What follows belongs to an exercise in optimizing a design on an open flow for small area and a short achievable clock period; a production flow would make more cautious choices. Where RTL was checked, it was by simulation tests only, not by an equivalence proof against the original. For run 2, only the layout was checked, not whether the RTL still works.

==> flow/design.v <==
module mul_div_unit #(
   parameter int MULT_CYCLES = 5,
   parameter int DIV_CYCLES  = 10
) (
   input  logic        clk,
   input  logic        reset,
   input  logic [2:0]  op,
   input  logic        start,
   input  logic [31:0] rs_data,
   input  logic [31:0] rt_data,
   output logic        busy,
   output logic        done,
   output logic [31:0] hi,
   output logic [31:0] lo
);
   localparam logic [2:0] OP_MULT  = 3'd1;
   localparam logic [2:0] OP_MULTU = 3'd2;
   localparam logic [2:0] OP_DIV   = 3'd3;
   localparam logic [2:0] OP_DIVU  = 3'd4;
   localparam logic [2:0] OP_MTHI  = 3'd5;
   localparam logic [2:0] OP_MTLO  = 3'd6;
   localparam int ROWS = 3;
   localparam int W    = 35;
   logic [3:0]  count;
   logic        isdiv;     
   logic        sg;        
   logic        sa;        
   logic        yp;        
   logic [31:0] x;         
   logic [31:0] b;         
   logic [32:0] a;         
   logic [1:0]  al;        
   logic is_muldiv;
   assign is_muldiv = start && (op >= OP_MULT) && (op <= OP_DIVU);
   assign busy      = is_muldiv || (count != 4'd0);
   wire idle   = (count == 4'd0);
   wire last   = (count == 4'd1);
   wire        op_div = op[2] | (op[1] & op[0]);
   wire        op_sg  = (op == OP_MULT) | (op == OP_DIV);
   wire        dv     = idle ? op_div : isdiv;
   wire        sge    = idle ? op_sg : sg;
   wire [31:0] xv     = idle ? rt_data : x;
   wire [31:0] bv     = idle ? rs_data : b;
   wire        ype    = ~idle & yp;
   wire        ainit  = op_div & op_sg & rs_data[31];
   wire [32:0] av     = idle ? {33{ainit}} : a;
   wire [34:0] rv     = idle ? {35{ainit}} : {a, al};    
   wire        x32    = sge & xv[31];
   wire [W:0]  xe     = {{(W-31){x32}}, xv, 1'b0};    
   wire        dlast  = isdiv & last;                  
   logic [W-1:0] bin [ROWS];
   logic [W-1:0] pp  [ROWS];
   logic [W-1:0] s   [ROWS];
   logic [W:0]   c   [ROWS];
   logic         one [ROWS];
   logic         two [ROWS];
   logic         neg [ROWS];
   logic         rsg [ROWS];    
   genvar r, i;
   generate
      for (r = 0; r < ROWS; r++) begin : g_row
         logic b1, b0, bm;
         if (r == 0) begin : g_r0
            assign b1  = bv[1];
            assign b0  = bv[0];
            assign bm  = ype;
            assign rsg[0] = rv[32];
            for (i = 0; i < W; i++) begin : g_bit
               if (i == 0)
                  assign bin[0][i] = dv ? bv[31] : av[0];
               else if (i < 33)
                  assign bin[0][i] = dv ? rv[i-1] : av[i];
               else
                  assign bin[0][i] = av[32];
            end
         end else begin : g_rn
            if (r == 1) begin : g_ext
               assign b1 = last ? (sg & bv[1]) : bv[3];
               assign b0 = last ? (sg & bv[1]) : bv[2];
            end else begin : g_noext
               assign b1 = bv[2*r+1];
               assign b0 = bv[2*r];
            end
            assign bm  = bv[2*r-1];
            assign rsg[r] = s[r-1][32];
            for (i = 0; i < W; i++) begin : g_bit
               if (i == 0)
                  assign bin[r][i] = dv ? bv[31-r] : s[r-1][2];
               else if (i < 33)
                  assign bin[r][i] = dv ? s[r-1][i-1] : s[r-1][i+2];
               else
                  assign bin[r][i] = s[r-1][W-1];
            end
         end
         wire fx  = (r == ROWS-1) ? dlast : 1'b0;
         wire sub = ~(rsg[r] ^ x32);
         assign one[r] = (dv & ~fx) | (~dv & (b0 ^ bm));
         assign two[r] = fx | (~dv & ((b1 & ~b0 & ~bm) | (~b1 & b0 & bm)));
         assign neg[r] = dv ? sub : b1;
         for (i = 0; i < W; i++) begin : g_fa
            assign pp[r][i] = ((xe[i+1] & one[r]) | (xe[i] & two[r])) ^ neg[r];
            assign s[r][i]  = bin[r][i] ^ pp[r][i] ^ c[r][i];
            assign c[r][i+1] = (bin[r][i] & pp[r][i]) | (bin[r][i] & c[r][i]) |
                               (pp[r][i] & c[r][i]);
         end
         assign c[r][0] = neg[r];
      end
   endgenerate
   logic [ROWS-1:0] qb;
   always_comb for (int k = 0; k < ROWS; k++) qb[ROWS-1-k] = ~(rsg[k] ^ x32);
   wire [32:0] rm    = s[1][32:0];      
   wire [31:0] t     = s[2][32:1];      
   wire        sub2  = qb[0];
   wire        use_t = (t == 32'd0) || ((rm[31:0] != 32'd0) && (rm[32] != sa));
   wire        dz    = (x == 32'd0);
   wire [31:0] qp    = {b[29:0], qb[2], qb[1]};
   logic [31:0] ones;      
   always_comb begin
      ones[0] = 1'b0;
      ones[1] = 1'b1;
      for (int k = 2; k < 32; k++) ones[k] = ones[k-1] & qp[k-2];
   end
   wire         inc   = use_t & sub2;
   wire  [31:0] q_out = {qp[30:0] ^ ({31{inc}} & ones[31:1]), ~use_t};
   wire ld_hi  = ~reset & idle & start & (op == OP_MTHI);
   wire ld_lo  = ~reset & idle & start & (op == OP_MTLO);
   wire fin    = ~reset & last;
   wire fin_m  = fin & ~isdiv;
   wire fin_d  = fin & isdiv & ~dz;
   wire hi_s2  = fin_d & use_t;
   wire hi_s1  = fin_m | (fin_d & ~use_t);
   wire hold_h = ~reset & ~ld_hi & ~fin_m & ~fin_d;
   wire hold_l = ~reset & ~ld_lo & ~fin_m & ~fin_d;
   wire [31:0] lo_m = {s[0][1:0], b[31:2]};
   always_ff @(posedge clk) begin
      hi <= ({32{ld_hi}} & rs_data) | ({32{hi_s1}} & s[1][31:0]) |
            ({32{hi_s2}} & t[31:0]) | ({32{hold_h}} & hi);
      lo <= ({32{ld_lo}} & rs_data) | ({32{fin_m}} & lo_m) |
            ({32{fin_d}} & q_out) | ({32{hold_l}} & lo);
      if (reset) begin
         count <= 4'd0;
         done  <= 1'b0;
      end else begin
         done <= last;
         if (!idle)
            count <= count - 4'd1;
         else if (is_muldiv)
            count <= op_div ? 4'(DIV_CYCLES) : 4'(MULT_CYCLES);
      end
   end
   always_ff @(posedge clk) begin
      x  <= xv;
      yp <= bv[5];
      a  <= s[2][W-1:2];
      al <= s[2][1:0];
      b <= ({32{idle & op_div}}   & {rs_data[28:0], qb}) |
           ({32{~idle & isdiv}}   & {b[28:0], qb}) |
           ({32{idle & ~op_div}}  & {s[2][1:0], s[1][1:0], s[0][1:0], rs_data[31:6]}) |
           ({32{~idle & ~isdiv}}  & {s[2][1:0], s[1][1:0], s[0][1:0], b[31:6]});
      isdiv <= dv;
      sg    <= sge;
      if (idle)
         sa <= (op == OP_DIV) & rs_data[31];
   end
endmodule
==> flow/flow/run.sh <==
#!/bin/bash
set -o pipefail
export BUFFER_PORTS_ARGS="-buffer_cell sky130_fd_sc_hd__buf_1"
bash standard.sh > standard.log 2>&1
==> flow/standard.sh <==
#!/bin/bash
# synth_recipe.tcl (not shown) runs the flow's synth.tcl, then flattens the netlist and writes it again
# the make line also repeats each setting of config.mk as NAME=value (left out here)
make -C /OpenROAD-flow-scripts/flow DESIGN_CONFIG=/design/flow/config.mk WORK_HOME=/design/flow/orfs CLKGATE_MAP_FILE= SYNTH_SCRIPT=/design/flow/synth_recipe.tcl "${@:-finish}"
==> flow/config.mk <==
export PLATFORM = sky130hd
export DESIGN_NAME = mul_div_unit
export DESIGN_NICKNAME = mul_div_unit
export VERILOG_FILES = /design/flow/design.v
export SDC_FILE = /design/flow/constraint.sdc
export NUM_CORES = 4
export LEC_CHECK = 0
export CAP_MARGIN = 0
export CORE_MARGIN = 2
export CORE_UTILIZATION = 45
export PLACE_DENSITY = 0.6
export SLEW_MARGIN = 0
==> flow/constraint.sdc <==
create_clock -name core_clock -period 260.0 [get_ports {clk}]
set_input_delay 52.0000 -clock core_clock [delete_from_list [all_inputs] [get_ports {clk}]]
set_output_delay 52.0000 -clock core_clock [all_outputs]
set_load 0.01 [all_outputs]
==> results of run 1 <==
-- flip-flops by register name (all words and copies together), names as in the netlist --
signal / cells
yp: 1
x: 32
sg: 1
sa: 1
a: 33
b: 32
lo: 32
hi: 32
done: 1
al: 2
count: 4
isdiv: 1
-- logic make-up after synthesis --
kind of cell | Yosys count | share of synthesized area
buffers and inverters | 169 | 0.0541
XOR/XNOR | 139 | 0.0968
AND/OR/NAND/NOR | 362 | 0.131
adder cells (fa/ha/maj) | 103 | 0.162
multiplexers | 102 | 0.0844
AO/OA/AOI/OAI | 354 | 0.197
flip-flops | 172 | 0.275
-- worst max-delay path, cell delays in order --
cell and delay (ns):
sky130_fd_sc_hd__buf_1 0.28, sky130_fd_sc_hd__nor2_1 0.11, sky130_fd_sc_hd__xnor2_1 0.13, sky130_fd_sc_hd__a21oi_1 0.40, sky130_fd_sc_hd__inv_1 0.08, sky130_fd_sc_hd__buf_1 0.14
-- layout make-up --
class                   count  share of cell area
clock buffers              17              0.0303
multi-input cells        1060               0.606
clock inverters            15              0.0149
inverters                  57              0.0152
flip-flops and latches    172               0.246
repair buffers            169              0.0542
well taps                 378              0.0337
-- how the worst max path moves through the flow --
stage | end
floorplan | busy
detailed placement | busy
global route | hi[8]
finish | busy
global placement | busy
CTS | busy
-- layout by cell type, fill, tap and decap left out, types with 5 or more instances in the layout --
master	count
sky130_fd_sc_hd__nand2_1	208
sky130_fd_sc_hd__dfxtp_1	170
sky130_fd_sc_hd__buf_1	135
sky130_fd_sc_hd__fa_1	99
sky130_fd_sc_hd__o22ai_1	96
sky130_fd_sc_hd__xnor2_1	94
sky130_fd_sc_hd__mux2i_1	72
sky130_fd_sc_hd__o21ai_0	72
sky130_fd_sc_hd__a222oi_1	61
sky130_fd_sc_hd__inv_1	55
sky130_fd_sc_hd__xor2_1	45
sky130_fd_sc_hd__a22oi_1	43
sky130_fd_sc_hd__nor2_1	37
sky130_fd_sc_hd__buf_4	34
sky130_fd_sc_hd__a21oi_1	31
sky130_fd_sc_hd__mux2_2	29
sky130_fd_sc_hd__nor4_1	26
sky130_fd_sc_hd__clkbuf_16	17
sky130_fd_sc_hd__nand3_1	16
sky130_fd_sc_hd__nor3_1	15
sky130_fd_sc_hd__a211oi_1	10
sky130_fd_sc_hd__a31oi_1	8
sky130_fd_sc_hd__nand4_1	7
sky130_fd_sc_hd__clkinv_8	7
sky130_fd_sc_hd__or3_1	6
sky130_fd_sc_hd__nor2b_1	6
sky130_fd_sc_hd__a21o_1	5
sky130_fd_sc_hd__and4_1	5
-- per-stage QoR --
step,cells,cell area (sq um)
floorplan,1401,12600
global placement,1836,13400
detailed placement,1836,13400
CTS,1868,14000
global route,1868,14000
finish,1868,14000
-- layer usage --
layer	wire [um]	vias to the layer above
li1	-	5236
met1	18600	5640
met2	21000	586
met3	3690	88
met4	1490	0
met5	0	-
==> run notes, run 1 <==
Run status:
- The flow ran to the end and the layout has no timing, DRC or antenna violations.

STA:
- For the pin with the worst max-slew slack, the measured transition is 1.20 ns.
- Once routing completed, OpenROAD measured the worst setup slack at 154.86 ns.
- The worst pin sits at a relative slew slack of 0.199.
- The clock arrives with 0.0221 ns of skew.
- The number of slew-limit violations in the final report came to 0.
- The number of hold-slack violations in the final timing report is 0.
- For the finished layout, the period the worst path requires is 105.15 ns.
- Derived from the worst setup path, the maximum achievable clock frequency is 9.51 MHz.
- Of the available clock period, the critical path in the final layout requires 0.404.
- The number of endpoints failing setup at the final stage is 0.
- Setup repair after global routing left no endpoint under its margin.
- Hold is met by 0.443 ns.
- For the final routed database, the setup TNS stands at 0 ns.

Finish:
- Measured on the finished design, the core utilization comes to 0.508.
- The area growth from synthesis to layout is 11.7%.
- The register area is 0.00345 sq mm.
- The share of final-layout standard cells stronger than drive strength 1 is 0.0826.
- The layout has 2,758 filler cells.
- The area of combinational cells with multiple inputs is 0.00851 sq mm.
- The number of nets in the layout is 1,650.
- The number of antenna repair diodes is 0.

Place:
- The worst slack at placement is 154.85 ns.
- The final HPWL from detailed placement is 32,400 um.
- The last weighted congestion value of the routability-driven placer is 0.931.
- In this run the tool buffered the top-level ports with 135 buffer cells.

Critical path:
- The end of the worst register-to-register path is hi[8].
- The critical path in this run is classified as primary input to primary output.
- The register-to-register setup slack is 206.28 ns.
- For the worst setup path, the data arrival time is 53.14 ns.
- The critical path capture point type is a primary output.
- The worst setup path is launched from a primary input.
- The worst reg2reg path depth is 132.
- The worst register-to-register path begins at count[0].
- The worst setup path startpoint is op[0].
- Of all nets on the critical path, the largest fanout is 9.
- The required time at the endpoint of the critical path is 208.00 ns.

Hold path:
- The worst min-delay path startpoint is lo[2].
- The worst hold path was traced through 2 stages.
- The path with the worst hold slack has its endpoint at lo[2].
- In this run the worst hold path is classified as register to register.

Die:
- The overall die width is 171 um.
- The placement row count is 61.
- The initial cell density of the core is 0.455.
- In this run the count of I/O pins placed on the die edge is 136.
- The region available for standard cell placement spans 0.0276 sq mm.
- The die is 171 um tall.
- The floorplan step defined a die boundary enclosing 0.0293 sq mm.

Route:
- Before antenna repair, the detailed router went through 9 iterations.
- In the final routed layout, each cell accounts on average for 23.9 um.
- The detailed-route vias per instance is 6.18.
- In the routed design, unresolved DRC markers number 0.
- Summing over every cut layer, the via total after detailed routing is 11,600.
- In this run the remaining antenna-violating nets after routing total 0.
- The post-detailed-routing wire length is 44,700 um.
- For this block, the initial DRC count from the detailed router was 1,451.

GRT:
- The met2 global-route usage is 0.506.
- Across every metal layer, demand over resource in global routing totals 0.310.
- The initial antenna violation count is 0.
- The global routing usage on met1 is 0.415.
- The maximum number of pins on one net before global-route repair is 57.
- For this run, global-route usage on met3 was measured as 0.0483.
- In this run the most used layer during global routing was met2.
- The first global-routing pass estimated 68,300 um of wire.
- The residual overflow from global routing is 0.
- The via count of the first global-routing pass is 11,200.

Clock network:
- Post-CTS repair changed the size of 0 cells.
- The clock latency on the worst-skew pair is 0.46 ns.
- The clock tree from TritonCTS is built.
- The root buffer cell is sky130_fd_sc_hd__clkbuf_16.
- The clock net sink count is 172.
- The H-tree generated during clock tree synthesis spans 4 levels.
- Buffers inserted during clock tree synthesis total 17.
- The post-CTS repair timing setup buffer count is 0.
- The count of hold-fix buffers inserted at cts is 0.
- The maximum count of clock buffers along a single path is 2.
- The clock slew at the register clock pins of the worst setup and hold paths is 0.07 ns.

Logic synthesis:
- In this run the cell area of the synthesized design comes to 0.0126 sq mm.
- Counting instances in the post-synthesis netlist gives the leading cell types as sky130_fd_sc_hd__nand2_1, sky130_fd_sc_hd__dfxtp_1, sky130_fd_sc_hd__fa_1.
- The number of synthesis warnings is 9.
- Of all flip-flops after synthesis, the portion carrying an async set or reset was 0.
- The number of different library cells in the post-synthesis netlist is 63.
- Yosys mapped a number of flops with a built-in enable equal to 1.
- The share of the Yosys chip area taken by registers is 0.275.
- The most frequently used cell type in the post-synthesis netlist is sky130_fd_sc_hd__nand2_1.
- The share of the synthesized area in the top cell type is 0.272.
- The average cell area after synthesis is 8.97 sq um.
- The largest total area in the synthesized netlist belongs to sky130_fd_sc_hd__dfxtp_1.
- The post-synthesis register bit count is 172.
- Ranked by total cell area, the synthesized netlist is headed by sky130_fd_sc_hd__dfxtp_1, sky130_fd_sc_hd__fa_1, sky130_fd_sc_hd__xnor2_1.
- The net count after synthesis is 1,574.
- Among all flip-flop cells after synthesis, the most frequent one is sky130_fd_sc_hd__dfxtp_1.
- The cell count after synthesis is 1,401.

Job:
- Max-cap violations in this run came to 0.
==> inputs of run 2 (changes only) <==
--- a/flow/design.v
+++ b/flow/design.v
@@ -34,6 +34,7 @@
    assign is_muldiv = start && (op >= OP_MULT) && (op <= OP_DIVU);
    assign busy      = is_muldiv || (count != 4'd0);
    wire idle   = (count == 4'd0);
+   wire launch = idle && is_muldiv;
    wire last   = (count == 4'd1);
    wire        op_div = op[2] | (op[1] & op[0]);
    wire        op_sg  = (op == OP_MULT) | (op == OP_DIV);
==> flow/flow/run.sh (replaced) <==
#!/bin/bash
# The standard layout (standard.sh), with two changes:
#  * synthesis maps the logic with an area-oriented ABC script (flow/abc_area.script)
#    instead of ORFS's speed script; everything else in the synthesis is the standard flow's own
#    synth_recipe.tcl, so the registers and their names are the standard synthesis's;
#  * the port buffers are the smallest plain buffer (sky130_fd_sc_hd__buf_1).
# Output of the whole run goes to standard.log; ORFS keeps each step's log in orfs/logs.
set -eo pipefail
here=$(pwd)
export BUFFER_PORTS_ARGS="-buffer_cell sky130_fd_sc_hd__buf_1"
export MY_ABC_SCRIPT="$here/flow/abc_area.script"
{
  echo 'proc abc {args} { set i [lsearch -exact $args -script]; if {$i >= 0} { lset args [expr {$i + 1}] $::env(MY_ABC_SCRIPT) }; yosys abc {*}$args }'
  cat synth_recipe.tcl
} > flow_synth.tcl
sed "s#SYNTH_SCRIPT=[^ ]*#SYNTH_SCRIPT=$here/flow_synth.tcl#" standard.sh > flow_standard.sh
bash flow_standard.sh > standard.log 2>&1
==> flow/flow/abc_area.script (new file) <==
strash
dch -f
amap -F 5 -A 10
topo
--- a/flow/config.mk
+++ b/flow/config.mk
@@ -8,5 +8,7 @@
 export CAP_MARGIN = 0
 export CORE_MARGIN = 2
 export CORE_UTILIZATION = 45
+export CTS_BUF_LIST = sky130_fd_sc_hd__clkbuf_8
+export CTS_CLUSTER_SIZE = 10
 export PLACE_DENSITY = 0.6
 export SLEW_MARGIN = 0
==> run 2 against run 1 <==
Setup slack improved by 0.22 ns. Global-route usage rose by 3.4 points. First-iteration DRC count rose by 31%. Die area fell by 10%. Synthesized area fell by 10%. Maximum frequency rose by 0.21%. Largest cell class unchanged.
==> run notes, run 2 <==
Clock network:
- The clock latency on the worst-skew pair is 0.50 ns (was 0.46 ns).
- The post-CTS repair timing setup buffer count was 0 (unchanged).
- The count of cells resized by post-cts repair was 0 (unchanged).
- The number of buffers created by CTS is 17 (unchanged).
- The H-tree depth is 4 (unchanged).
- The maximum count of clock buffers along a single path was 2 (unchanged).
- The clock slew at the register clock pins of the worst setup and hold paths is 0.11 ns (was 0.07 ns).
- The clock tree from TritonCTS is built (unchanged).
- The root buffer cell is sky130_fd_sc_hd__clkbuf_8 (was sky130_fd_sc_hd__clkbuf_16).
- The clock net sink count is 172 (unchanged).
- The count of hold-fix buffers inserted at cts is 0 (unchanged).

Hold path:
- The worst min-delay path startpoint is lo[16] (was lo[2]).
- The depth of the worst hold-timing path is 2 (unchanged).
- The worst hold path class is register to register (unchanged).
- The end of the worst hold path is lo[16] (was lo[2]).

STA:
- The slack of the critical path is 155.07 ns (was 154.86 ns).
- The number of endpoints failing setup at the final stage was 0 (unchanged).
- The slew at the pin closest to its max-slew limit is 0.915 ns (was 1.20 ns).
- Setup repair after global routing missed its margin: false (unchanged).
- The clock skew after layout is 0.0208 ns (was 0.0221 ns).
- The number of slew-limit violations in the final report came to 0 (unchanged).
- The number of hold-slack violations in the final timing report is 0 (unchanged).
- The share of the clock period used by the worst path after layout was 0.404 (about the same).
- The maximum clock frequency came to 9.53 MHz (was 9.51 MHz).
- The max-slew headroom at the worst pin is 0.389 (was 0.199).
- The aggregate negative setup slack is 0 ns (unchanged).
- The final period demand of the worst path is 104.93 ns (was 105.15 ns).

Logic synthesis:
- Commonest cells in the netlist: sky130_fd_sc_hd__o22ai_1, sky130_fd_sc_hd__dfxtp_1, sky130_fd_sc_hd__clkinv_1 (was sky130_fd_sc_hd__nand2_1, sky130_fd_sc_hd__dfxtp_1, sky130_fd_sc_hd__fa_1).
- The cell count after synthesis is 1,338 (was 1,401).
- The most frequently used cell type in the post-synthesis netlist is sky130_fd_sc_hd__o22ai_1 (was sky130_fd_sc_hd__nand2_1).
- The number of synthesized flops with an enable pin is 1 (unchanged).
- The share of synthesized cell area in full adder, half adder and majority cells is 0.180 (was 0.162).
- The fraction of synthesized area in multiplexers is 0 (was 0.0844).
- The number of synthesis warnings came to 9 (unchanged).
- The synthesized cell area came to 0.0113 sq mm (was 0.0126 sq mm).
- The number of different library cells in the post-synthesis netlist is 39 (was 63).
- Synth top area cells: sky130_fd_sc_hd__dfxtp_1, sky130_fd_sc_hd__fa_1, sky130_fd_sc_hd__o22ai_1 (was sky130_fd_sc_hd__dfxtp_1, sky130_fd_sc_hd__fa_1, sky130_fd_sc_hd__xnor2_1).
- The cell accounting for the most synthesized area is sky130_fd_sc_hd__dfxtp_1 (unchanged).
- The main combinational cell family by area after synthesis was compound AO/OA/AOI/OAI gates (unchanged).
- The synthesized-area fraction occupied by ao, oa, aoi and oai cells is 0.345 (was 0.197).
- The share of the synthesized area in the top cell type is 0.304 (was 0.272).
- The net count after synthesis is 1,511 (was 1,574).
- The share of flip-flops with an asynchronous set or reset after synthesis is 0 (unchanged).
- The area fraction in and, or, nand and nor cells after synthesis is 0.110 (was 0.131).
- The post-synthesis register bit count is 172 (unchanged).
- The main flop type after synthesis is sky130_fd_sc_hd__dfxtp_1 (unchanged).
- The average cell area after synthesis came to 8.42 sq um (was 8.97 sq um).
- The XOR/XNOR share of the synthesized area was 0.000778 (was 0.0968).
- The proportion of synthesized chip area in sequential cells is 0.307 (was 0.275).

Place:
- The total of buffers placed on input and output ports came to 135 (unchanged).
- The last weighted congestion value of the routability-driven placer came to 0.934 (was 0.931).
- The worst slack at placement is 154.76 ns (was 154.85 ns).
- The final HPWL from detailed placement is 33,000 um (was 32,400 um).

Critical path:
- The end of the worst register-to-register path is lo[29] (was hi[8]).
- The worst-path cell with the longest stage delay was sky130_fd_sc_hd__o21ai_0 (was sky130_fd_sc_hd__a21oi_1).
- The worst reg2reg path depth came to 138 (was 132).
- The worst path arrival time is 52.93 ns (was 53.14 ns).
- The required time at the endpoint of the critical path is 208.00 ns (about the same).
- The reg-to-reg critical path startpoint is count[0] (unchanged).
- The startpoint type of the worst setup path is a primary input (unchanged).
- Cells traversed along the worst timing path: buf_1, clkinv_1, nand2_1, nand2_1, o21ai_0, buf_1 (was buf_1, nor2_1, xnor2_1, a21oi_1, inv_1, buf_1).
- The kind of cell adding the most delay to the critical path is buffers and inverters (unchanged).
- The register-to-register setup slack was 205.65 ns (was 206.28 ns).
- The maximum single-stage delay on the critical path came to 0.35 ns (was 0.40 ns).
- The critical path capture point type is a primary output (unchanged).
- The largest driver fanout on the critical path was 4 (was 9).
- The category of the critical setup timing path is primary input to primary output (unchanged).
- The number of buffer and inverter stages on the critical path came to 3 (unchanged).

Route:
- The number of detailed-routing iterations run before antenna repair is 10 (was 9).
- The per-cell routed wire length is 24.2 um (was 23.9 um).
- The number of vias after detailed routing came to 12,200 (was 11,600).
- The detailed-route vias per instance is 6.55 (was 6.18).
- The number of nets with antenna violations after routing is 0 (unchanged).
- The count of unresolved DRC violations after routing came to 0 (unchanged).
- The post-detailed-routing wire length is 45,000 um (was 44,700 um).
- The count of routing violations after the opening detailed-route iteration is 1,896 (was 1,451).

Die:
- The placement row count is 57 (was 61).
- The die outline height is 162 um (was 171 um).
- The area of the core region is 0.0245 sq mm (was 0.0276 sq mm).
- The overall die width is 162 um (was 171 um).
- The I/O pin count is 136 (unchanged).
- The initial cell density of the core is 0.460 (was 0.455).
- The floorplan die area came to 0.0263 sq mm (was 0.0293 sq mm).

Job:
- The count of max-cap constraint violations came to 0 (unchanged).

Finish:
- Leading cell types in the layout, fill and taps excluded: sky130_fd_sc_hd__o22ai_1, sky130_fd_sc_hd__dfxtp_1, sky130_fd_sc_hd__clkinv_1 (was sky130_fd_sc_hd__nand2_1, sky130_fd_sc_hd__dfxtp_1, sky130_fd_sc_hd__buf_1).
- The number of flip-flops under the largest register name came to 33 (unchanged).
- The number of antenna repair diodes is 0 (unchanged).
- The share of final-layout standard cells stronger than drive strength 1 is 0.0502 (was 0.0826).
- The number of nets in the layout came to 1,695 (was 1,650).
- The area growth from synthesis to layout is 14.3% (was 11.7%).
- The commonest non-fill, non-tap cell in the layout is sky130_fd_sc_hd__o22ai_1 (was sky130_fd_sc_hd__nand2_1).
- The register containing the most flip-flops in the final layout is a (unchanged).

GRT:
- The wire length of the first global-routing pass is 69,200 um (was 68,300 um).
- The maximum number of pins on one net before global-route repair came to 68 (was 57).
- The via count of the first global-routing pass came to 11,600 (was 11,200).
- The total routing usage reported by global routing is 0.344 (was 0.310).
- The residual overflow from global routing was 0 (unchanged).
- The initial antenna violation count was 0 (unchanged).

Run status:
- Outcome: timing/DRC/antenna clean (unchanged).
## run 2: layout make-up
class | count | area (sq um)
inverter | 170 | 639
fill | 2386 | 11600
clock inverter | 15 | 154
clock buffer | 17 | 234
tap | 324 | 405
sequential | 172 | 3450
multi-input combinational | 996 | 7260
timing repair buffer | 165 | 732
## run 2: logic make-up (layout without fill, tap and decap cells)
| kind of cell | count (synthesis) | in the layout |
|---|---|---|
| xor+xnor | 1 | 1 |
| fa+ha+maj | 103 | 103 |
| compound gates | 608 | 608 |
| buf+inv | 170 | 367 |
| simple gates | 284 | 284 |
| flops | 172 | 172 |
## run 2: worst max path at each step
| stage | cells after the start | startpoint | slack, ns | to |
|---|---|---|---|---|
| 3_5_place_dp | 137 | op[0] | 154.76 | lo[29] |
| 6_report | 6 | op[2] | 155.07 | busy |
| 4_1_cts | 6 | op[2] | 155.07 | busy |
| 5_1_grt | 140 | op[0] | 152.75 | lo[11] |
| 2_1_floorplan | 134 | op[2] | 145.42 | lo[28] |
| 3_3_place_gp | 136 | op[0] | 155.11 | lo[28] |
## run 2: through the flow
step | instance area (sq um) | cells | hold slack, ns | util
global placement | 12500 | 1827 | 0.429 | 0.510
floorplan | 11300 | 1338 | 0.458 | -
detailed placement | 12500 | 1827 | 0.449 | 0.510
CTS | 12900 | 1859 | 0.464 | 0.526
global route | 12900 | 1859 | 0.506 | 0.526
finish | 12900 | 1859 | 0.460 | 0.526
## run 2: per-layer routing
metal	up-vias	part of all wire	track usage
met5	-	0	0
met4	0	0.045	0.146
met3	144	0.099	0.0495
met2	763	0.45	0.548
met1	5689	0.40	0.468
li1	5572	-	-
## run 2: worst min-delay path, cell delays in order, from the launching register on
cell                      delay, ns
sky130_fd_sc_hd__dfxtp_1       0.33
sky130_fd_sc_hd__nand2_1       0.06
sky130_fd_sc_hd__nand2_1       0.04
==> inputs of run 3 (changes only) <==
--- a/flow/design.v
+++ b/flow/design.v
@@ -34,7 +34,6 @@
    assign is_muldiv = start && (op >= OP_MULT) && (op <= OP_DIVU);
    assign busy      = is_muldiv || (count != 4'd0);
    wire idle   = (count == 4'd0);
-   wire launch = idle && is_muldiv;
    wire last   = (count == 4'd1);
    wire        op_div = op[2] | (op[1] & op[0]);
    wire        op_sg  = (op == OP_MULT) | (op == OP_DIV);
--- a/flow/config.mk
+++ b/flow/config.mk
@@ -10,5 +10,6 @@
 export CORE_UTILIZATION = 45
 export CTS_BUF_LIST = sky130_fd_sc_hd__clkbuf_8
 export CTS_CLUSTER_SIZE = 10
+export GPL_TIMING_DRIVEN = 0
 export PLACE_DENSITY = 0.6
 export SLEW_MARGIN = 0
==> run 3 against run 2 <==
Wire length decreased by 1.1%. Maximum frequency decreased by 1.7%. Critical path type is now primary input to register. First-iteration DRC count increased by 6.0%. Synthesized cell count unchanged. Critical endpoint is now hi[18]. Final area increased by 1.3%. Clock skew decreased by 0.0016 ns. Sequential share of layout area decreased by 0.34 points. Global-route usage decreased by 0.60 points.
==> run notes, run 3 <==
Logic synthesis:
- The synthesized cell area was 0.0113 sq mm (unchanged).
- Synth top area cells: sky130_fd_sc_hd__dfxtp_1, sky130_fd_sc_hd__fa_1, sky130_fd_sc_hd__o22ai_1 (unchanged).
- The proportion of synthesized chip area in sequential cells was 0.307 (unchanged).
- The number of synthesis warnings is 9 (unchanged).
- The net count after synthesis came to 1,511 (unchanged).
- The average cell area after synthesis is 8.42 sq um (unchanged).
- Commonest cells in the netlist: sky130_fd_sc_hd__o22ai_1, sky130_fd_sc_hd__dfxtp_1, sky130_fd_sc_hd__clkinv_1 (unchanged).
- The post-synthesis register bit count is 172 (unchanged).
- The number of synthesized flops with an enable pin is 1 (unchanged).
- The main flop type after synthesis is sky130_fd_sc_hd__dfxtp_1 (unchanged).
- The cell count after synthesis is 1,338 (unchanged).
- The cell accounting for the most synthesized area was sky130_fd_sc_hd__dfxtp_1 (unchanged).
- The number of different library cells in the post-synthesis netlist was 39 (unchanged).
- The most frequently used cell type in the post-synthesis netlist is sky130_fd_sc_hd__o22ai_1 (unchanged).
- The share of flip-flops with an asynchronous set or reset after synthesis was 0 (unchanged).
- The share of the synthesized area in the top cell type is 0.304 (unchanged).

Place:
- The final HPWL from detailed placement is 33,500 um (was 33,000 um).
- The placed instance count was 1,815 (was 1,827).
- The total of buffers placed on input and output ports is 135 (unchanged).
- The last weighted congestion value of the routability-driven placer was 0.883 (was 0.934).

Finish:
- The number of antenna repair diodes is 0 (unchanged).
- The number of standard cells in the final layout excluding fillers came to 1,847 (was 1,859).
- The number of flip-flops under the largest register name is 33 (unchanged).
- The commonest non-fill, non-tap cell in the layout is sky130_fd_sc_hd__o22ai_1 (unchanged).
- The register containing the most flip-flops in the final layout was a (unchanged).
- Leading cell types in the layout, fill and taps excluded: sky130_fd_sc_hd__o22ai_1, sky130_fd_sc_hd__dfxtp_1, sky130_fd_sc_hd__clkinv_1 (unchanged).
- The area growth from synthesis to layout was 15.8% (was 14.3%).
- The share of final-layout standard cells stronger than drive strength 1 is 0.0460 (was 0.0502).
- The layout filler cell count is 2,440 (was 2,386).
- The number of nets in the layout came to 1,683 (was 1,695).

Critical path:
- The kind of cell adding the most delay to the critical path is adder cells (was buffers and inverters).
- The largest driver fanout on the critical path was 111 (was 4).
- The maximum single-stage delay on the critical path was 1.06 ns (was 0.35 ns).
- The worst path arrival time is 107.06 ns (was 52.93 ns).
- The worst-path cell with the longest stage delay is sky130_fd_sc_hd__nor2_1 (was sky130_fd_sc_hd__o21ai_0).
- The critical path capture point type is a register (was primary output).
- The required time at the endpoint of the critical path is 260.33 ns (was 208.00 ns).
- The cell type with the highest occurrence count on the critical path is sky130_fd_sc_hd__fa_1.
- The number of buffer and inverter stages on the critical path is 11 (was 3).
- The startpoint type of the worst setup path is a primary input (unchanged).
- The category of the critical setup timing path is primary input to register (was primary input to primary output).

Die:
- The area of the core region is 0.0245 sq mm (unchanged).
- The initial cell density of the core is 0.460 (unchanged).
- The die outline height is 162 um (unchanged).
- The I/O pin count was 136 (unchanged).
- The floorplan die area is 0.0263 sq mm (unchanged).
- The placement row count came to 57 (unchanged).
- The overall die width was 162 um (unchanged).

STA:
- The max-slew headroom at the worst pin is 0.0449 (was 0.389).
- The clock skew after layout is 0.0191 ns (was 0.0208 ns).
- The number of slew-limit violations in the final report is 0 (unchanged).
- The slew at the pin closest to its max-slew limit is 1.43 ns (was 0.915 ns).
- The maximum clock frequency is 9.37 MHz (was 9.53 MHz).
- The number of endpoints failing setup at the final stage is 0 (unchanged).
- The aggregate negative setup slack is 0 ns (unchanged).
- The share of the clock period used by the worst path after layout is 0.411 (was 0.404).
- The number of hold-slack violations in the final timing report is 0 (unchanged).
- The final period demand of the worst path was 106.73 ns (was 104.93 ns).
- Setup repair after global routing missed its margin: false (unchanged).

Clock network:
- The count of cells resized by post-cts repair is 0 (unchanged).
- The root buffer cell is sky130_fd_sc_hd__clkbuf_8 (unchanged).
- The count of hold-fix buffers inserted at cts came to 0 (unchanged).
- The H-tree depth came to 4 (unchanged).
- The clock tree from TritonCTS is built (unchanged).
- The post-CTS repair timing setup buffer count is 0 (unchanged).
- The number of buffers created by CTS is 17 (unchanged).
- The clock net sink count is 172 (unchanged).
- The clock slew at the register clock pins of the worst setup and hold paths is 0.11 ns (about the same).
- The clock latency on the worst-skew pair is 0.47 ns (was 0.50 ns).
- The maximum count of clock buffers along a single path is 2 (unchanged).

GRT:
- The initial antenna violation count came to 3 (was 0).
- The via count of the first global-routing pass is 11,500 (was 11,600).
- The maximum number of pins on one net before global-route repair came to 112 (was 68).
- The total routing usage reported by global routing was 0.338 (was 0.344).
- The wire length of the first global-routing pass came to 67,900 um (was 69,200 um).
- The residual overflow from global routing is 0 (unchanged).

Hold path:
- The worst hold path class is register to register (unchanged).

Route:
- The number of detailed-routing iterations run before antenna repair is 7 (was 10).
- The detailed-route vias per instance is 6.57 (was 6.55).
- The number of vias after detailed routing was 12,100 (was 12,200).
- The per-cell routed wire length was 24.1 um (was 24.2 um).
- The count of routing violations after the opening detailed-route iteration came to 2,009 (was 1,896).
- The number of nets with antenna violations after routing is 0 (unchanged).
- The post-detailed-routing wire length is 44,500 um (was 45,000 um).
- The count of unresolved DRC violations after routing is 0 (unchanged).

Run status:
- Outcome: timing/DRC/antenna clean (unchanged).

Job:
- The count of max-cap constraint violations is 0 (unchanged).
## run 3: area by class of cell
cell class / instances / area (sq um) / share of cell area
clock inverter: 15 / 135 / 0.0104
timing repair buffer: 153 / 867 / 0.0665
tap: 324 / 405 / 0.0311
multi-input combinational: 996 / 7300 / 0.560
inverter: 170 / 644 / 0.0494
sequential: 172 / 3450 / 0.265
clock buffer: 17 / 234 / 0.0179
## run 3: kinds of logic (layout without fill, tap and decap cells)
family / after synthesis / after routing / share of synthesized area
compound gates: 608 / 608 / 0.345
fa+ha+maj: 103 / 103 / 0.180
buf+inv: 170 / 355 / 0.0567
flops: 172 / 172 / 0.307
simple gates: 284 / 284 / 0.110
xor+xnor: 1 / 1 / 0.000778
## run 3: stage by stage
stage / util / instance area, sq um / worst slack, ns / hold slack [ns]
after floorplan: - / 11300 / 145.42 / 0.458
after global routing: 0.533 / 13000 / 151.27 / 0.516
final: 0.533 / 13000 / 153.27 / 0.463
after CTS: 0.533 / 13000 / 153.28 / 0.463
after global placement: 0.498 / 12200 / 132.70 / 0.429
after detailed placement: 0.518 / 12700 / 153.00 / 0.449
## run 3: layer usage
layer,track usage,up-vias,share of wire
li1,-,5553,-
met5,0,-,0.00020
met1,0.455,5732,0.41
met2,0.527,714,0.45
met4,0.158,2,0.045
met3,0.0615,125,0.097
## run 3: tightest hold or removal path: stages (launching register included)
cell and delay, ns:
sky130_fd_sc_hd__dfxtp_1 0.33, sky130_fd_sc_hd__nand2_1 0.06, sky130_fd_sc_hd__nand2_1 0.04
## run 3: path summary, 6_finish.rpt
kind | cells after the start | slack (ns) | end | from
setup / recovery | 129 | 153.27 | hi[18] | op[0]
hold / removal | 2 | 0.46 | lo[16] | lo[16]
setup reg to reg | 132 | 202.93 | hi[18] | count[0]
hold reg to reg | 2 | 0.46 | lo[16] | lo[16]
==> inputs of run 4 (changes only) <==
--- a/flow/config.mk
+++ b/flow/config.mk
@@ -10,6 +10,5 @@
 export CORE_UTILIZATION = 45
 export CTS_BUF_LIST = sky130_fd_sc_hd__clkbuf_8
 export CTS_CLUSTER_SIZE = 10
-export GPL_TIMING_DRIVEN = 0
 export PLACE_DENSITY = 0.6
 export SLEW_MARGIN = 0
==> run 4 against run 3 <==
Sequential cell count is the same. Critical endpoint is now busy. Clock-buffer cell count unchanged. Non-clock buffer count up 12. Critical path type is now primary input to primary output. Final area decreased by 1.3%.
==> run notes, run 4 <==
Run status:
- Outcome: timing/DRC/antenna clean (unchanged).

Logic synthesis:
- The number of synthesis warnings came to 9 (unchanged).
- The proportion of synthesized chip area in sequential cells is 0.307 (unchanged).
- Commonest cells in the netlist: sky130_fd_sc_hd__o22ai_1, sky130_fd_sc_hd__dfxtp_1, sky130_fd_sc_hd__clkinv_1 (unchanged).
- The share of flip-flops with an asynchronous set or reset after synthesis is 0 (unchanged).
- The synthesized cell area is 0.0113 sq mm (unchanged).
- The most frequently used cell type in the post-synthesis netlist is sky130_fd_sc_hd__o22ai_1 (unchanged).
- Synth top area cells: sky130_fd_sc_hd__dfxtp_1, sky130_fd_sc_hd__fa_1, sky130_fd_sc_hd__o22ai_1 (unchanged).
- The cell accounting for the most synthesized area is sky130_fd_sc_hd__dfxtp_1 (unchanged).
- The cell count after synthesis is 1,338 (unchanged).
- The post-synthesis register bit count came to 172 (unchanged).
- The main flop type after synthesis is sky130_fd_sc_hd__dfxtp_1 (unchanged).
- The net count after synthesis is 1,511 (unchanged).
- The share of the synthesized area in the top cell type is 0.304 (unchanged).
- The average cell area after synthesis is 8.42 sq um (unchanged).
- The number of synthesized flops with an enable pin is 1 (unchanged).
- The number of different library cells in the post-synthesis netlist is 39 (unchanged).

Route:
- The number of nets with antenna violations after routing was 0 (unchanged).
- The count of routing violations after the opening detailed-route iteration is 1,896 (was 2,009).
- The detailed-route vias per instance is 6.55 (was 6.57).
- The number of vias after detailed routing was 12,200 (was 12,100).
- The count of unresolved DRC violations after routing came to 0 (unchanged).
- The post-detailed-routing wire length is 45,000 um (was 44,500 um).
- The per-cell routed wire length is 24.2 um (was 24.1 um).
- The number of detailed-routing iterations run before antenna repair is 10 (was 7).

Place:
- The worst slack at placement came to 154.76 ns (was 153.00 ns).
- The total of buffers placed on input and output ports was 135 (unchanged).
- The last weighted congestion value of the routability-driven placer was 0.934 (was 0.883).
- The final HPWL from detailed placement is 33,000 um (was 33,500 um).

Die:
- The floorplan die area was 0.0263 sq mm (unchanged).
- The overall die width is 162 um (unchanged).
- The area of the core region was 0.0245 sq mm (unchanged).
- The I/O pin count was 136 (unchanged).
- The initial cell density of the core is 0.460 (unchanged).
- The placement row count is 57 (unchanged).
- The die outline height was 162 um (unchanged).

Critical path:
- The required time at the endpoint of the critical path is 208.00 ns (was 260.33 ns).
- The largest driver fanout on the critical path is 4 (was 111).
- The startpoint type of the worst setup path was a primary input (unchanged).
- The critical path capture point type is a primary output (was register).
- The worst reg2reg path depth is 138 (was 132).
- The category of the critical setup timing path is primary input to primary output (was primary input to register).
- The worst path arrival time is 52.93 ns (was 107.06 ns).

STA:
- The number of endpoints failing setup at the final stage came to 0 (unchanged).
- The worst-case hold slack is 0.460 ns (was 0.463 ns).
- The number of slew-limit violations in the final report came to 0 (unchanged).
- The max-slew headroom at the worst pin was 0.389 (was 0.0449).
- The slew at the pin closest to its max-slew limit is 0.915 ns (was 1.43 ns).
- The maximum clock frequency is 9.53 MHz (was 9.37 MHz).
- The clock skew after layout is 0.0208 ns (was 0.0191 ns).
- The final period demand of the worst path was 104.93 ns (was 106.73 ns).
- The number of hold-slack violations in the final timing report is 0 (unchanged).
- The slack of the critical path is 155.07 ns (was 153.27 ns).
- The share of the clock period used by the worst path after layout is 0.404 (was 0.411).
- Setup repair after global routing missed its margin: false (unchanged).
- The aggregate negative setup slack is 0 ns (unchanged).

Clock network:
- The count of cells resized by post-cts repair is 0 (unchanged).
- The clock latency on the worst-skew pair is 0.50 ns (was 0.47 ns).
- The clock net sink count is 172 (unchanged).
- The number of buffers created by CTS came to 17 (unchanged).
- The clock tree from TritonCTS is built (unchanged).
- The count of hold-fix buffers inserted at cts came to 0 (unchanged).
- The clock slew at the register clock pins of the worst setup and hold paths was 0.11 ns (about the same).
- The H-tree depth came to 4 (unchanged).
- The post-CTS repair timing setup buffer count is 0 (unchanged).
- The maximum count of clock buffers along a single path is 2 (unchanged).
- The root buffer cell is sky130_fd_sc_hd__clkbuf_8 (unchanged).

GRT:
- The maximum number of pins on one net before global-route repair is 68 (was 112).
- The wire length of the first global-routing pass is 69,200 um (was 67,900 um).
- The total routing usage reported by global routing was 0.344 (was 0.338).
- The residual overflow from global routing is 0 (unchanged).
- The via count of the first global-routing pass came to 11,600 (was 11,500).
- The initial antenna violation count is 0 (was 3).

Finish:
- The commonest non-fill, non-tap cell in the layout is sky130_fd_sc_hd__o22ai_1 (unchanged).
- The utilization of the core after routing is 0.526 (was 0.533).
- The number of antenna repair diodes was 0 (unchanged).
- The number of nets in the layout is 1,695 (was 1,683).
- The area growth from synthesis to layout came to 14.3% (was 15.8%).
- Leading cell types in the layout, fill and taps excluded: sky130_fd_sc_hd__o22ai_1, sky130_fd_sc_hd__dfxtp_1, sky130_fd_sc_hd__clkinv_1 (unchanged).
- The number of flip-flops under the largest register name is 33 (unchanged).
- The register containing the most flip-flops in the final layout was a (unchanged).
- The share of final-layout standard cells stronger than drive strength 1 is 0.0502 (was 0.0460).

Hold path:
- The depth of the worst hold-timing path is 2 (unchanged).
- The worst hold path class is register to register (unchanged).

Job:
- The count of max-cap constraint violations came to 0 (unchanged).
## run 4: changes by cell type in the layout (fill, tap and decap cells not counted), sizes merged
| cell | previous run | this run |
|---|---|---|
| inv | 6 | 10 |
| clkinvlp | 4 | 0 |
| buf | 153 | 165 |
## run 4: final cells by class
cell class	instances	area (sq um)
multi-input combinational	996	7260
fill	2386	11600
timing repair buffer	165	732
clock buffer	17	234
sequential	172	3450
tap	324	405
inverter	170	639
clock inverter	15	154
## run 4: worst paths after layout
kind / end / slack [ns] / startpoint
hold / removal: lo[16] / 0.46 / lo[16]
setup / recovery: busy / 155.07 / op[2]
setup reg to reg: lo[29] / 205.65 / count[0]
hold reg to reg: lo[16] / 0.46 / lo[16]
## run 4: critical path, cell delays in order
cell	delay, ns
sky130_fd_sc_hd__buf_1	0.13
sky130_fd_sc_hd__clkinv_1	0.12
sky130_fd_sc_hd__nand2_1	0.07
sky130_fd_sc_hd__nand2_1	0.05
sky130_fd_sc_hd__o21ai_0	0.35
sky130_fd_sc_hd__buf_1	0.21
## run 4: per-stage QoR
| stage | std cells | cell area [sq um] |
|---|---|---|
| 6_report | 1859 | 12900 |
| 5_1_grt | 1859 | 12900 |
| 4_1_cts | 1859 | 12900 |
| 3_5_place_dp | 1827 | 12500 |
| 3_3_place_gp | 1827 | 12500 |
| 2_1_floorplan | 1338 | 11300 |
## run 4: layer usage
metal	wire length, um	track usage	vias up
met5	0	0	-
met4	2050	0.146	0
met3	4460	0.0495	144
met2	20300	0.548	763
met1	18200	0.468	5689
li1	-	-	5572
## run 4: kinds of logic after synthesis
family | Yosys count | share of synthesized area
adders and majority gates | 103 | 0.180
xor gates and xnor gates | 1 | 0.000778
buffers and inverters | 170 | 0.0567
AOI/OAI and AO/OA | 608 | 0.345
DFF | 172 | 0.307
and+or+nand+nor | 284 | 0.110
==> inputs of run 5 (changes only) <==
--- a/flow/config.mk
+++ b/flow/config.mk
@@ -7,7 +7,7 @@
 export LEC_CHECK = 0
 export CAP_MARGIN = 0
 export CORE_MARGIN = 2
-export CORE_UTILIZATION = 45
+export CORE_UTILIZATION = 55
 export CTS_BUF_LIST = sky130_fd_sc_hd__clkbuf_8
 export CTS_CLUSTER_SIZE = 10
 export PLACE_DENSITY = 0.6
==> run 5 against run 4 <==
Setup slack got worse by 0.13 ns. First-iteration DRC count decreased by 6.0%. Via count increased by 1.8%. Critical path type is now primary input to register. Critical endpoint is now lo[29]. Highest routed layer unchanged.
==> run notes, run 5 <==
Die:
- The placement row count came to 52 (was 57).
- The floorplan die area is 0.0216 sq mm (was 0.0263 sq mm).
- The overall die width is 147 um (was 162 um).
- The initial cell density of the core is 0.558 (was 0.460).
- The area of the core region came to 0.0202 sq mm (was 0.0245 sq mm).
- The I/O pin count is 136 (unchanged).
- The die outline height was 147 um (was 162 um).

Logic synthesis:
- The number of synthesized flops with an enable pin was 1 (unchanged).
- The most frequently used cell type in the post-synthesis netlist is sky130_fd_sc_hd__o22ai_1 (unchanged).
- The number of synthesis warnings is 9 (unchanged).
- The net count after synthesis is 1,511 (unchanged).
- Synth top area cells: sky130_fd_sc_hd__dfxtp_1, sky130_fd_sc_hd__fa_1, sky130_fd_sc_hd__o22ai_1 (unchanged).
- The cell count after synthesis was 1,338 (unchanged).
- The average cell area after synthesis is 8.42 sq um (unchanged).
- The share of flip-flops with an asynchronous set or reset after synthesis is 0 (unchanged).
- The share of the synthesized area in the top cell type is 0.304 (unchanged).
- The main flop type after synthesis is sky130_fd_sc_hd__dfxtp_1 (unchanged).
- The synthesized cell area is 0.0113 sq mm (unchanged).
- The cell accounting for the most synthesized area was sky130_fd_sc_hd__dfxtp_1 (unchanged).
- Commonest cells in the netlist: sky130_fd_sc_hd__o22ai_1, sky130_fd_sc_hd__dfxtp_1, sky130_fd_sc_hd__clkinv_1 (unchanged).
- The number of different library cells in the post-synthesis netlist is 39 (unchanged).
- The post-synthesis register bit count is 172 (unchanged).
- The proportion of synthesized chip area in sequential cells is 0.307 (unchanged).

Clock network:
- The root buffer cell was sky130_fd_sc_hd__clkbuf_8 (unchanged).
- The post-CTS repair timing setup buffer count is 0 (unchanged).
- The clock latency on the worst-skew pair is 0.48 ns (was 0.50 ns).
- The clock slew at the register clock pins of the worst setup and hold paths is 0.10 ns (was 0.11 ns).
- The clock tree from TritonCTS was built (unchanged).
- The clock net sink count came to 172 (unchanged).
- The number of buffers created by CTS came to 17 (unchanged).
- The H-tree depth is 4 (unchanged).
- The maximum count of clock buffers along a single path was 2 (unchanged).
- The count of hold-fix buffers inserted at cts came to 0 (unchanged).
- The count of cells resized by post-cts repair is 0 (unchanged).

Critical path:
- The worst-path cell with the longest stage delay is sky130_fd_sc_hd__clkinv_1 (was sky130_fd_sc_hd__o21ai_0).
- The cell type with the highest occurrence count on the critical path is sky130_fd_sc_hd__fa_1.
- The startpoint type of the worst setup path is a primary input (unchanged).
- The required time at the endpoint of the critical path is 260.42 ns (was 208.00 ns).
- The worst path arrival time came to 105.47 ns (was 52.93 ns).
- The category of the critical setup timing path is primary input to register (was primary input to primary output).
- The maximum single-stage delay on the critical path is 0.67 ns (was 0.35 ns).
- The critical path capture point type was a register (was primary output).
- The largest driver fanout on the critical path is 67 (was 4).

Finish:
- Leading cell types in the layout, fill and taps excluded: sky130_fd_sc_hd__o22ai_1, sky130_fd_sc_hd__dfxtp_1, sky130_fd_sc_hd__clkinv_1 (unchanged).
- The layout filler cell count is 1,906 (was 2,386).
- The number of antenna repair diodes is 0 (unchanged).
- The final design area excluding fillers is 0.0129 sq mm (about the same).
- The area of combinational cells with multiple inputs came to 0.00725 sq mm (was 0.00726 sq mm).
- The register containing the most flip-flops in the final layout is a (unchanged).
- The commonest non-fill, non-tap cell in the layout is sky130_fd_sc_hd__o22ai_1 (unchanged).
- The register area is 0.00345 sq mm (unchanged).
- The share of final-layout standard cells stronger than drive strength 1 was 0.0539 (was 0.0502).
- The area growth from synthesis to layout is 14.1% (was 14.3%).
- The number of nets in the layout is 1,700 (was 1,695).
- The number of flip-flops under the largest register name is 33 (unchanged).

Place:
- The final HPWL from detailed placement is 32,000 um (was 33,000 um).
- The cell area after placement came to 0.0125 sq mm (about the same).
- The last weighted congestion value of the routability-driven placer was 0.963 (was 0.934).
- The total of buffers placed on input and output ports is 135 (unchanged).

Route:
- The number of vias after detailed routing is 12,400 (was 12,200).
- The number of detailed-routing iterations run before antenna repair is 8 (was 10).
- The post-detailed-routing wire length came to 43,900 um (was 45,000 um).
- The per-cell routed wire length was 24.3 um (was 24.2 um).
- The number of nets with antenna violations after routing is 0 (unchanged).
- The count of unresolved DRC violations after routing is 0 (unchanged).
- The count of routing violations after the opening detailed-route iteration is 1,782 (was 1,896).
- The detailed-route vias per instance came to 6.84 (was 6.55).

STA:
- The final period demand of the worst path is 105.05 ns (was 104.93 ns).
- The share of the clock period used by the worst path after layout is 0.404 (about the same).
- The number of slew-limit violations in the final report is 0 (unchanged).
- The maximum clock frequency is 9.52 MHz (was 9.53 MHz).
- The number of hold-slack violations in the final timing report came to 0 (unchanged).
- Setup repair after global routing missed its margin: false (unchanged).
- The clock skew after layout is 0.0186 ns (was 0.0208 ns).
- The slew at the pin closest to its max-slew limit is 0.901 ns (was 0.915 ns).
- The aggregate negative setup slack is 0 ns (unchanged).
- The max-slew headroom at the worst pin is 0.397 (was 0.389).
- The number of endpoints failing setup at the final stage came to 0 (unchanged).

GRT:
- The residual overflow from global routing is 0 (unchanged).
- The layer with the highest usage is met2 (unchanged).
- The global routing usage on met1 was 0.536 (was 0.468).
- The wire length of the first global-routing pass is 66,800 um (was 69,200 um).
- The met2 global-route usage came to 0.648 (was 0.548).
- The total routing usage reported by global routing is 0.402 (was 0.344).
- The via count of the first global-routing pass is 11,500 (was 11,600).
- The initial antenna violation count is 0 (unchanged).
- The maximum number of pins on one net before global-route repair is 68 (unchanged).
- The global routing usage on met3 is 0.0714 (was 0.0495).

Run status:
- Outcome: timing/DRC/antenna clean (unchanged).

Hold path:
- The worst hold path class is register to register (unchanged).

Job:
- The count of max-cap constraint violations came to 0 (unchanged).
-- run 5: layer usage --
| metal | vias to the layer above | part of all wire |
|---|---|---|
| met5 | - | 0 |
| met3 | 150 | 0.12 |
| met4 | 0 | 0.045 |
| met1 | 5805 | 0.38 |
| li1 | 5556 | - |
| met2 | 875 | 0.46 |
-- run 5: per-stage QoR --
step / cells / setup WS (ns) / util / hold slack, ns
final: 1810 / 154.95 / 0.637 / 0.442
after global routing: 1810 / 152.70 / 0.637 / 0.481
after CTS: 1810 / 155.09 / 0.637 / 0.446
after detailed placement: 1778 / 154.83 / 0.617 / 0.431
after global placement: 1778 / 155.12 / 0.617 / 0.426
after floorplan: 1338 / 145.42 / - / 0.458
-- run 5: kinds of logic after synthesis --
logic type	synth area share
buf+inv	0.0567
compound gates	0.345
fa+ha+maj	0.180
xor+xnor	0.000778
flops	0.307
simple gates	0.110
-- run 5: critical path: cells and delay by family --
| family | cells | cell delay [ns] |
|---|---|---|
| AOI/OAI and AO/OA | 13 | 2.13 |
| and+or+nand+nor | 16 | 3.95 |
| adders and majority gates | 96 | 43.46 |
| buffers and inverters | 15 | 3.78 |
-- run 5: path summary, 6_finish.rpt --
path,from,end,slack (ns),depth (start not counted)
setup / recovery,op[0],lo[29],154.95,140
hold / removal,lo[16],lo[16],0.44,2
setup reg to reg,count[0],lo[29],205.48,142
hold reg to reg,lo[16],lo[16],0.44,2
-- run 5: final cells by class --
class / instances / area share
Inverter: 170 / 0.0497
Multi-Input combinational cell: 996 / 0.564
Sequential cell: 172 / 0.269
Clock buffer: 18 / 0.0193
Clock inverter: 14 / 0.0122
Tap cell: 270 / 0.0263
Timing Repair Buffer: 170 / 0.0599
==> inputs of run 6 (changes only) <==
==> flow/flow/abc_area.script (replaced) <==
strash
ifraig
dc2
dc2
dch -f
amap -F 5 -A 10
topo
--- a/flow/config.mk
+++ b/flow/config.mk
@@ -7,7 +7,7 @@
 export LEC_CHECK = 0
 export CAP_MARGIN = 0
 export CORE_MARGIN = 2
-export CORE_UTILIZATION = 55
+export CORE_UTILIZATION = 35
 export CTS_BUF_LIST = sky130_fd_sc_hd__clkbuf_8
 export CTS_CLUSTER_SIZE = 10
 export PLACE_DENSITY = 0.6
==> run 6 against run 5 <==
Critical path depth rose by 23. Sequential share of layout area rose by 0.35 points. Register-to-register slack got worse by 2.5 ns. First-iteration DRC count fell by 2.5%. Non-clock buffer count fell by 6. Setup slack got worse by 2.6 ns. Core utilization fell by 22 points. Sequential cell count did not move. Maximum frequency fell by 2.4%. Clock skew rose by 0.0049 ns. Largest cell class unchanged.
==> run notes, run 6 <==
Run status:
- Outcome: timing/DRC/antenna clean (unchanged).

Logic synthesis:
- The net count after synthesis came to 1,434 (was 1,511).
- The cell count after synthesis is 1,261 (was 1,338).
- The most frequently used cell type in the post-synthesis netlist was sky130_fd_sc_hd__o22ai_1 (unchanged).
- The number of different library cells in the post-synthesis netlist was 33 (was 39).
- The post-synthesis register bit count came to 172 (unchanged).
- The share of flip-flops with an asynchronous set or reset after synthesis is 0 (unchanged).
- The share of the synthesized area in the top cell type was 0.312 (was 0.304).
- The number of synthesized flops with an enable pin is 1 (unchanged).
- The main flop type after synthesis is sky130_fd_sc_hd__dfxtp_1 (unchanged).
- The synthesized cell area is 0.0110 sq mm (was 0.0113 sq mm).
- Synth top area cells: sky130_fd_sc_hd__dfxtp_1, sky130_fd_sc_hd__fa_1, sky130_fd_sc_hd__o22ai_1 (unchanged).
- The average cell area after synthesis was 8.71 sq um (was 8.42 sq um).
- The proportion of synthesized chip area in sequential cells is 0.314 (was 0.307).
- The number of synthesis warnings is 9 (unchanged).
- The cell accounting for the most synthesized area is sky130_fd_sc_hd__dfxtp_1 (unchanged).
- Commonest cells in the netlist: sky130_fd_sc_hd__o22ai_1, sky130_fd_sc_hd__dfxtp_1, sky130_fd_sc_hd__o21ai_0 (was sky130_fd_sc_hd__o22ai_1, sky130_fd_sc_hd__dfxtp_1, sky130_fd_sc_hd__clkinv_1).

Die:
- The I/O pin count is 136 (unchanged).
- The initial cell density of the core is 0.357 (was 0.558).
- The overall die width was 181 um (was 147 um).
- The placement row count is 64 (was 52).
- The die outline height is 181 um (was 147 um).
- The area of the core region was 0.0307 sq mm (was 0.0202 sq mm).
- The floorplan die area is 0.0328 sq mm (was 0.0216 sq mm).

STA:
- The slew at the pin closest to its max-slew limit is 1.06 ns (was 0.901 ns).
- The final period demand of the worst path is 107.68 ns (was 105.05 ns).
- The number of slew-limit violations in the final report is 0 (unchanged).
- The worst-case hold slack is 0.502 ns (was 0.442 ns).
- The clock skew after layout was 0.0235 ns (was 0.0186 ns).
- The max-slew headroom at the worst pin is 0.292 (was 0.397).
- The aggregate negative setup slack is 0 ns (unchanged).
- Setup repair after global routing missed its margin: false (unchanged).
- The number of endpoints failing setup at the final stage is 0 (unchanged).
- The number of hold-slack violations in the final timing report is 0 (unchanged).
- The maximum clock frequency came to 9.29 MHz (was 9.52 MHz).
- The share of the clock period used by the worst path after layout came to 0.414 (was 0.404).

Critical path:
- The critical path capture point type is a register (unchanged).
- The maximum single-stage delay on the critical path is 0.71 ns (was 0.67 ns).
- The startpoint type of the worst setup path was a primary input (unchanged).
- The required time at the endpoint of the critical path is 260.36 ns (was 260.42 ns).
- The cell type with the highest occurrence count on the critical path is sky130_fd_sc_hd__fa_1 (unchanged).
- The worst path arrival time is 108.04 ns (was 105.47 ns).
- The kind of cell adding the most delay to the critical path was adder cells (unchanged).
- The category of the critical setup timing path is primary input to register (unchanged).
- The number of buffer and inverter stages on the critical path is 21 (was 15).
- The worst-path cell with the longest stage delay is sky130_fd_sc_hd__clkinv_1 (unchanged).
- The largest driver fanout on the critical path was 67 (unchanged).

GRT:
- The residual overflow from global routing came to 0 (unchanged).
- The wire length of the first global-routing pass is 66,700 um (was 66,800 um).
- The via count of the first global-routing pass is 11,000 (was 11,500).
- The total routing usage reported by global routing is 0.262 (was 0.402).
- The initial antenna violation count is 0 (unchanged).
- The maximum number of pins on one net before global-route repair came to 68 (unchanged).

Clock network:
- The clock slew at the register clock pins of the worst setup and hold paths is 0.11 ns (was 0.10 ns).
- The clock latency on the worst-skew pair is 0.49 ns (was 0.48 ns).
- The post-CTS repair timing setup buffer count is 0 (unchanged).
- The number of buffers created by CTS is 17 (unchanged).
- The clock net sink count was 172 (unchanged).
- The root buffer cell was sky130_fd_sc_hd__clkbuf_8 (unchanged).
- The H-tree depth was 4 (unchanged).
- The count of hold-fix buffers inserted at cts is 0 (unchanged).
- The count of cells resized by post-cts repair is 0 (unchanged).
- The clock tree from TritonCTS is built (unchanged).
- The maximum count of clock buffers along a single path is 2 (unchanged).

Finish:
- The final design area excluding fillers is 0.0127 sq mm (was 0.0129 sq mm).
- The area growth from synthesis to layout came to 15.6% (was 14.1%).
- The share of final-layout standard cells stronger than drive strength 1 is 0.0535 (was 0.0539).
- The number of flip-flops under the largest register name is 33 (unchanged).
- Leading cell types in the layout, fill and taps excluded: sky130_fd_sc_hd__o22ai_1, sky130_fd_sc_hd__dfxtp_1, sky130_fd_sc_hd__o21ai_0 (was sky130_fd_sc_hd__o22ai_1, sky130_fd_sc_hd__dfxtp_1, sky130_fd_sc_hd__clkinv_1).
- The utilization of the core after routing was 0.413 (was 0.637).
- The number of nets in the layout is 1,617 (was 1,700).
- The number of antenna repair diodes came to 0 (unchanged).
- The commonest non-fill, non-tap cell in the layout was sky130_fd_sc_hd__o22ai_1 (unchanged).
- The register containing the most flip-flops in the final layout is a (unchanged).

Route:
- The number of vias after detailed routing is 11,700 (was 12,400).
- The number of nets with antenna violations after routing was 0 (unchanged).
- The count of routing violations after the opening detailed-route iteration is 1,737 (was 1,782).
- The per-cell routed wire length came to 23.5 um (was 24.3 um).
- The detailed-route vias per instance is 6.33 (was 6.84).
- The count of unresolved DRC violations after routing came to 0 (unchanged).
- The post-detailed-routing wire length came to 43,600 um (was 43,900 um).
- The number of detailed-routing iterations run before antenna repair is 8 (unchanged).

Job:
- The count of max-cap constraint violations came to 0 (unchanged).

Place:
- The total of buffers placed on input and output ports is 135 (unchanged).
- The last weighted congestion value of the routability-driven placer came to 0.913 (was 0.963).
- The cell area after placement came to 0.0123 sq mm (was 0.0125 sq mm).
- The final HPWL from detailed placement was 31,500 um (was 32,000 um).

Hold path:
- The worst hold path class is register to register (unchanged).
[run 6: cell types whose count changed in the layout (fill, tap and decap cells not counted), sizes merged, moves of 10 or more]
cell,delta
nand2,-12
o22ai,-17
a21o,+21
o21ai,-10
or4,-12
clkinv,-32
a221oi,+10
nor2,-15
[run 6: path summary, 6_finish.rpt]
check,from,end,slack (ns),depth (start not counted)
worst max-delay path,op[0],lo[31],152.32,163
worst min-delay path,b[18],lo[16],0.50,2
worst max register to register,count[0],lo[31],202.96,163
worst min register to register,b[18],lo[16],0.50,2
[run 6: layout make-up]
| class | instances | area [sq um] |
|---|---|---|
| Clock buffer | 17 | 234 |
| Clock inverter | 15 | 179 |
| Fill cell | 3213 | 18100 |
| Inverter | 140 | 526 |
| Multi-Input combinational cell | 949 | 7080 |
| Sequential cell | 172 | 3450 |
| Tap cell | 396 | 495 |
| Timing Repair Buffer | 164 | 724 |
[run 6: worst min-delay path, cell delays in order (launching register included)]
cell and delay [ns]:
sky130_fd_sc_hd__dfxtp_1 0.36, sky130_fd_sc_hd__a222oi_1 0.06, sky130_fd_sc_hd__o21ai_0 0.07
[run 6: through the flow]
step / std cells / setup slack, ns
global placement: 1821 / 152.43
global route: 1853 / 149.59
floorplan: 1261 / 144.85
CTS: 1853 / 152.35
detailed placement: 1821 / 152.05
finish: 1853 / 152.32
[run 6: cells by family (layout without fill, tap and decap cells)]
| logic type | count (synthesis) | count (layout) | share of synthesized area |
|---|---|---|---|
| xor gates and xnor gates | 1 | 1 | 0.000798 |
| AOI/OAI and AO/OA | 611 | 611 | 0.361 |
| DFF | 172 | 172 | 0.314 |
| adders and majority gates | 103 | 103 | 0.185 |
| buffers and inverters | 140 | 336 | 0.0479 |
| and+or+nand+nor | 234 | 234 | 0.0904 |
[run 6: routing by layer]
layer  GRT usage  wire length (um)
met1       0.355             17900
met2       0.420             20000
met3      0.0576              4630
met4      0.0780              1170
met5           0                 0

[static timing again, ports no longer ideal]
Ports are ideal in the flow. The routed layouts listed here were re-timed in OpenROAD. Step 1: set_driving_cell puts a clkbuf_16 on clk and a buf_2 on each other input, an assumption about the parent block. Step 2, shift: input delay + t, output delay - t, t = (earliest + latest rising clock arrival at the registers) / 2. This alone moves slack from input paths to output paths. Slacks: ideal / step 1 / step 2; pairs: ideal / step 1.
run | t, ns | setup slack, ns | hold WS [ns] | slew at the worst register clock pin (ns) | pins driven straight from the clock port
run 1 | 0.500 | 154.855 / 154.805 / 154.805 | 0.443 / 0.443 / 0.443 | 0.09 / 0.09 | 1
run 2 | 0.530 | 155.074 / 155.052 / 154.665 | 0.460 / 0.460 / 0.460 | 0.12 / 0.12 | 1
run 3 | 0.511 | 153.268 / 153.291 / 152.780 | 0.463 / 0.463 / 0.463 | 0.11 / 0.11 | 1
run 4 | 0.530 | 155.074 / 155.052 / 154.665 | 0.460 / 0.460 / 0.460 | 0.12 / 0.12 | 1
run 5 | 0.520 | 154.948 / 154.974 / 154.453 | 0.442 / 0.442 / 0.442 | 0.11 / 0.11 | 1
run 6 | 0.528 | 152.321 / 152.329 / 151.802 | 0.502 / 0.502 / 0.502 | 0.12 / 0.12 | 1
After both steps every run listed still meets setup and hold. For run 6, which loses most, drivers alone change the setup slack by +0.008 ns; drivers and shift together by -0.519 ns.
